From an optimization exercise on the open Yosys and OpenROAD flow, aimed at small area, a short achievable clock period and few clock cycles per item; shortcuts taken in it are not production practice. At most, simulation tests tie the RTL to the original design; equivalence was not proved.

== P ==
// mac_accumulator
module mac_accumulator #(
  parameter int WIDTH     = 25,
  parameter int ACC_WIDTH = 64
) (
  input  logic                 clk,
  input  logic                 rst,
  input  logic                 in_valid,
  output logic                 in_ready,
  input  logic [WIDTH-1:0]     in_a,
  input  logic [WIDTH-1:0]     in_x,
  input  logic                 in_last,
  output logic                 out_valid,
  input  logic                 out_ready,
  output logic [ACC_WIDTH-1:0] out_sum,
  output logic [15:0]          out_count,
  output logic                 out_ovf
);
Size in the first run: ~26000 sq um of cells after synthesis.
Settings: LEC_CHECK=0, CAP_MARGIN=20, CORE_MARGIN=2, CORE_UTILIZATION=40, SLEW_MARGIN=20, SYNTH_HIERARCHICAL=1, SYNTH_MINIMUM_KEEP_SIZE=0; clock period 12.0 ns.
standard.sh (not shown) runs the stock make flow with config.mk's settings and CLKGATE_MAP_FILE= SYNTH_SCRIPT=/design/flow/synth_recipe.tcl, a recipe that flattens the netlist after the stock synthesis.
==> flow/flow/run.sh <==
#!/bin/bash
# The standard layout (standard.sh) with two changes: repair_timing aims for
# 8.0 ns of setup slack on the 12 ns clock (so the achieved period shrinks), and the
# port buffers that buffer_ports inserts use sky130_fd_sc_hd__buf_2.
set -euo pipefail
EXTRA='SETUP_SLACK_MARGIN=8.0 "BUFFER_PORTS_ARGS=-buffer_cell sky130_fd_sc_hd__buf_2"'
sed "s|^make -C |make $EXTRA -C |" standard.sh > standard_tuned.sh
bash standard_tuned.sh > flow_make.log 2>&1
Testbench counts of P, summed over its fixed seeds: cycles 16,312, beats 16,288.
Modified inputs, Q compared to P
# P
export LEC_CHECK = 0
export CAP_MARGIN = 20
export CORE_MARGIN = 2
export CORE_UTILIZATION = 40
export SLEW_MARGIN = 20
export SYNTH_HIERARCHICAL = 1
export SYNTH_MINIMUM_KEEP_SIZE = 0
create_clock -name core_clock -period 12.0 [get_ports {clk}]
# Q
export LEC_CHECK = 0
export CAP_MARGIN = 20
export CORE_MARGIN = 2
export CORE_UTILIZATION = 55
export SLEW_MARGIN = 20
export SYNTH_HIERARCHICAL = 1
export SYNTH_MINIMUM_KEEP_SIZE = 0
create_clock -name core_clock -period 12.0 [get_ports {clk}]
diff --git a/flow/flow/run.sh b/flow/flow/run.sh
--- a/flow/flow/run.sh
+++ b/flow/flow/run.sh
@@ -3 +3 @@
-# 8.0 ns of setup slack on the 12 ns clock (so the achieved period shrinks), and the
+# 8.2 ns of setup slack on the 12 ns clock (so the achieved period shrinks), and the
@@ -6 +6 @@
-EXTRA='SETUP_SLACK_MARGIN=8.0 "BUFFER_PORTS_ARGS=-buffer_cell sky130_fd_sc_hd__buf_2"'
+EXTRA='SETUP_SLACK_MARGIN=8.2 "BUFFER_PORTS_ARGS=-buffer_cell sky130_fd_sc_hd__buf_2"'
==> summary.txt <==
When Q is set beside P, its final weighted congestion of routability-driven global placement turns out to be 0.40% larger. DRC violations left across Q and P: no real change. As of Q, non-clock buffer instance count of the final layout had risen by more than 10% compared to P. Q: full flow OK, the timing, DRC and antenna checks passed.

========
mac_accumulator, a different RTL version from the one above (not shown whole).
Size in the first run: roughly 2200 cells after synthesis, ~300 flip-flops, roughly 140 I/O pins, roughly 0.026 mm² of cells after synthesis.
export LEC_CHECK = 0
export CAP_MARGIN = 20
export CORE_MARGIN = 2
export CORE_UTILIZATION = 40
export SLEW_MARGIN = 20
export SYNTH_HIERARCHICAL = 1
export SYNTH_MINIMUM_KEEP_SIZE = 0
create_clock -name core_clock -period 12.0 [get_ports {clk}]
==> flow/flow/run.sh <==
#!/bin/bash
# The standard layout (standard.sh), with repair_timing aiming for more setup slack than the
# 12 ns clock needs, so that the achieved period shrinks. Everything else is unchanged.
set -euo pipefail
sed 's/^make -C /make SETUP_SLACK_MARGIN=8.8 -C /' standard.sh > standard_margin.sh
bash standard_margin.sh > flow_make.log 2>&1
The starting point produced a clean layout.
Edit:
--- a/flow/flow/run.sh
+++ b/flow/flow/run.sh
@@ -5 +5 @@
-sed 's/^make -C /make SETUP_SLACK_MARGIN=8.8 -C /' standard.sh > standard_margin.sh
+sed 's/^make -C /make SETUP_SLACK_MARGIN=8.0 -C /' standard.sh > standard_margin.sh
Effect: Worst setup slack loses 0.039 ns; routed wire length came out lower by a little under a tenth; utilization came out lower by 5.8 points; cell area came out lower by roughly a tenth; worst hold slack gains 0.0082 ns; cell count came out lower by a few percent; sequential share of layout area came out higher by 3.0 points; non-clock buffer count came out lower by 195.
No run of this note included a check of the RTL's function; only the layout flow was run.

========
mac_accumulator, a different RTL version from the one above (not shown whole).
Size: roughly 2200 cells after synthesis, about 27000 um^2 of cells after synthesis.
export LEC_CHECK = 0
export CAP_MARGIN = 20
export CORE_MARGIN = 2
export CORE_UTILIZATION = 40
export CTS_CLUSTER_DIAMETER = 100
export CTS_CLUSTER_SIZE = 20
export SLEW_MARGIN = 20
export SYNTH_HIERARCHICAL = 1
export SYNTH_MINIMUM_KEEP_SIZE = 0
create_clock -name core_clock -period 12.0 [get_ports {clk}]
==> flow/flow/run.sh <==
#!/bin/bash
# The standard layout (standard.sh) with two changes: repair_timing aims for
# 8.3 ns of setup slack on the 12 ns clock (so the achieved period shrinks), and the
# port buffers that buffer_ports inserts use sky130_fd_sc_hd__buf_2.
set -euo pipefail
EXTRA='SETUP_SLACK_MARGIN=8.3 "BUFFER_PORTS_ARGS=-buffer_cell sky130_fd_sc_hd__buf_2"'
sed "s|^make -C |make $EXTRA -C |" standard.sh > standard_tuned.sh
bash standard_tuned.sh > flow_make.log 2>&1
Testbench counts at the start, summed over its fixed seeds: cycles 16,312, beats 16,288.
Rerun with:
- CTS_CLUSTER_DIAMETER: 100 -> 160
- CTS_CLUSTER_SIZE: 20 -> 25
Outcome: The changed run produced a clean layout; non-clock buffer count decreases by 8; design area decreases by 0.67%; sequential share of layout area increases by 0.20 points; sequential cell count does not change; worst hold slack barely changes; routed wire length decreases by 0.91%; utilization decreases by 0.31 points; die area is unchanged.
Rerun with:
--- a/flow/flow/run.sh
+++ b/flow/flow/run.sh
@@ -3 +3 @@
-# 8.3 ns of setup slack on the 12 ns clock (so the achieved period shrinks), and the
+# 7.7 ns of setup slack on the 12 ns clock (so the achieved period shrinks), and the
@@ -6 +6 @@
-EXTRA='SETUP_SLACK_MARGIN=8.3 "BUFFER_PORTS_ARGS=-buffer_cell sky130_fd_sc_hd__buf_2"'
+EXTRA='SETUP_SLACK_MARGIN=7.7 "BUFFER_PORTS_ARGS=-buffer_cell sky130_fd_sc_hd__buf_2"'
- CTS_CLUSTER_DIAMETER: 160 -> unset
- CTS_CLUSTER_SIZE: 25 -> unset
The changed run finished clean.
Design area is lower by 1.5%.
Core utilization is lower by 0.69 points.
Final cell count is higher by 0.67%.
First-iteration DRC count is higher by 0.80%.
Hold slack got worse by 0.0080 ns.
Count of clock-buffer cells in the layout is higher by 29.
Rerun with:
--- a/flow/flow/run.sh
+++ b/flow/flow/run.sh
@@ -3 +3 @@
-# 7.7 ns of setup slack on the 12 ns clock (so the achieved period shrinks), and the
+# 8.3 ns of setup slack on the 12 ns clock (so the achieved period shrinks), and the
@@ -6 +6 @@
-EXTRA='SETUP_SLACK_MARGIN=7.7 "BUFFER_PORTS_ARGS=-buffer_cell sky130_fd_sc_hd__buf_2"'
+EXTRA='SETUP_SLACK_MARGIN=8.3 "BUFFER_PORTS_ARGS=-buffer_cell sky130_fd_sc_hd__buf_2"'
- CORE_UTILIZATION: 40 -> 55
Outcome: Count of clock-buffer cells in the layout is lower by 5. Synthesized area is unchanged. Wire length climbs by a few percent.
Rerun with:
--- a/flow/flow/run.sh
+++ b/flow/flow/run.sh
@@ -3 +3 @@
-# 8.3 ns of setup slack on the 12 ns clock (so the achieved period shrinks), and the
+# 8.4 ns of setup slack on the 12 ns clock (so the achieved period shrinks), and the
@@ -6 +6 @@
-EXTRA='SETUP_SLACK_MARGIN=8.3 "BUFFER_PORTS_ARGS=-buffer_cell sky130_fd_sc_hd__buf_2"'
+EXTRA='SETUP_SLACK_MARGIN=8.4 "BUFFER_PORTS_ARGS=-buffer_cell sky130_fd_sc_hd__buf_2"'
- CORE_UTILIZATION: 55 -> 40
Effect:
- hold slack is about the same
- final area grows by a little under a tenth

========
mac_accumulator, a different RTL version from the one above (not shown whole).
Size: ~2200 cells after synthesis, roughly 140 I/O pins, about 26000 um2 of cells after synthesis.
Settings: LEC_CHECK=0, CAP_MARGIN=20, CORE_MARGIN=2, CORE_UTILIZATION=45, SLEW_MARGIN=20, SYNTH_HIERARCHICAL=1, SYNTH_MINIMUM_KEEP_SIZE=0; clock period 12.0 ns.
==> flow/flow/run.sh <==
#!/bin/bash
# The standard layout (standard.sh) with two changes: repair_timing aims for
# 8.4 ns of setup slack on the 12 ns clock (so the achieved period shrinks), and the
# port buffers that buffer_ports inserts use sky130_fd_sc_hd__buf_2.
set -euo pipefail
EXTRA='SETUP_SLACK_MARGIN=8.4 "BUFFER_PORTS_ARGS=-buffer_cell sky130_fd_sc_hd__buf_2"'
sed "s|^make -C |make $EXTRA -C |" standard.sh > standard_tuned.sh
bash standard_tuned.sh > flow_make.log 2>&1
The baseline produced a clean layout.
Change:
--- a/flow/flow/run.sh
+++ b/flow/flow/run.sh
@@ -3 +3 @@
-# 8.4 ns of setup slack on the 12 ns clock (so the achieved period shrinks), and the
+# 8.2 ns of setup slack on the 12 ns clock (so the achieved period shrinks), and the
@@ -6 +6 @@
-EXTRA='SETUP_SLACK_MARGIN=8.4 "BUFFER_PORTS_ARGS=-buffer_cell sky130_fd_sc_hd__buf_2"'
+EXTRA='SETUP_SLACK_MARGIN=8.2 "BUFFER_PORTS_ARGS=-buffer_cell sky130_fd_sc_hd__buf_2"'
--- a/flow/config.mk
+++ b/flow/config.mk
@@ -10 +10 @@
-export CORE_UTILIZATION = 45
+export CORE_UTILIZATION = 40
Effect: The changed run produced a clean layout; wire length goes down by 4.7%; clock skew goes up by 6.0 ps; cell count goes up by 0.67%; die area goes up by 12%; maximum frequency goes down by 4.4%; register-to-register slack is worse by 180 ps; final area goes down by 6.5%; critical path depth does not change; global-route usage goes down by 3.7 points.
No functional check of the RTL was part of any run of this note.

-- re-timing with driven ports --
The results above use ideal ports. As a check the final layouts listed here were re-extracted and re-timed, cells and wires unchanged.
Step 1: set_driving_cell puts a clkbuf_16 on clk and a buf_2 on each other input, an assumption about the parent block.
Step 2 moves the port delays by t, midway between the first and last clock arrival at a register: inputs arrive t later, outputs are due t later. That takes back most of the time a late clock gives input paths.
Slacks: ideal / step 1 / step 2; pairs: ideal / step 1.
run | shift t [ns] | setup WS [ns] | latest minus earliest clock arrival (ns) | worst slew at a driven data input, ns
P | 0.621 | 7.923 / 7.923 / 7.672 | 0.031 / 0.031 | 0.04
Q | 0.613 | 7.878 / 7.878 / 7.738 | 0.013 / 0.013 | 0.04
the first run of note 2 | 0.639 | 7.936 / 7.936 / 7.936 | 0.042 / 0.042 | 0.05
the second run of note 2 | 0.618 | 7.897 / 7.897 / 7.455 | 0.031 / 0.032 | 0.09
the first run of note 3 | 0.615 | 8.294 / 8.285 / 7.843 | 0.026 / 0.026 | 0.07
the second run of note 3 | 0.589 | 8.314 / 8.284 / 7.884 | 0.033 / 0.033 | 0.08
the third run of note 3 | 0.609 | 7.927 / 7.927 / 7.685 | 0.020 / 0.020 | 0.06
the fourth run of note 3 | 0.615 | 8.279 / 8.274 / 7.898 | 0.021 / 0.021 | 0.05
the fifth run of note 3 | 0.615 | 8.271 / 8.271 / 7.901 | 0.031 / 0.031 | 0.06
the first run of note 4 | 0.610 | 8.091 / 8.091 / 8.029 | 0.020 / 0.020 | 0.04
the second run of note 4 | 0.609 | 7.912 / 7.912 / 7.769 | 0.026 / 0.026 | 0.03
After both steps setup and hold are still met in every run listed. For the first run of note 3, which loses most, drivers alone change the setup slack by -0.009 ns; drivers and shift together by -0.451 ns.
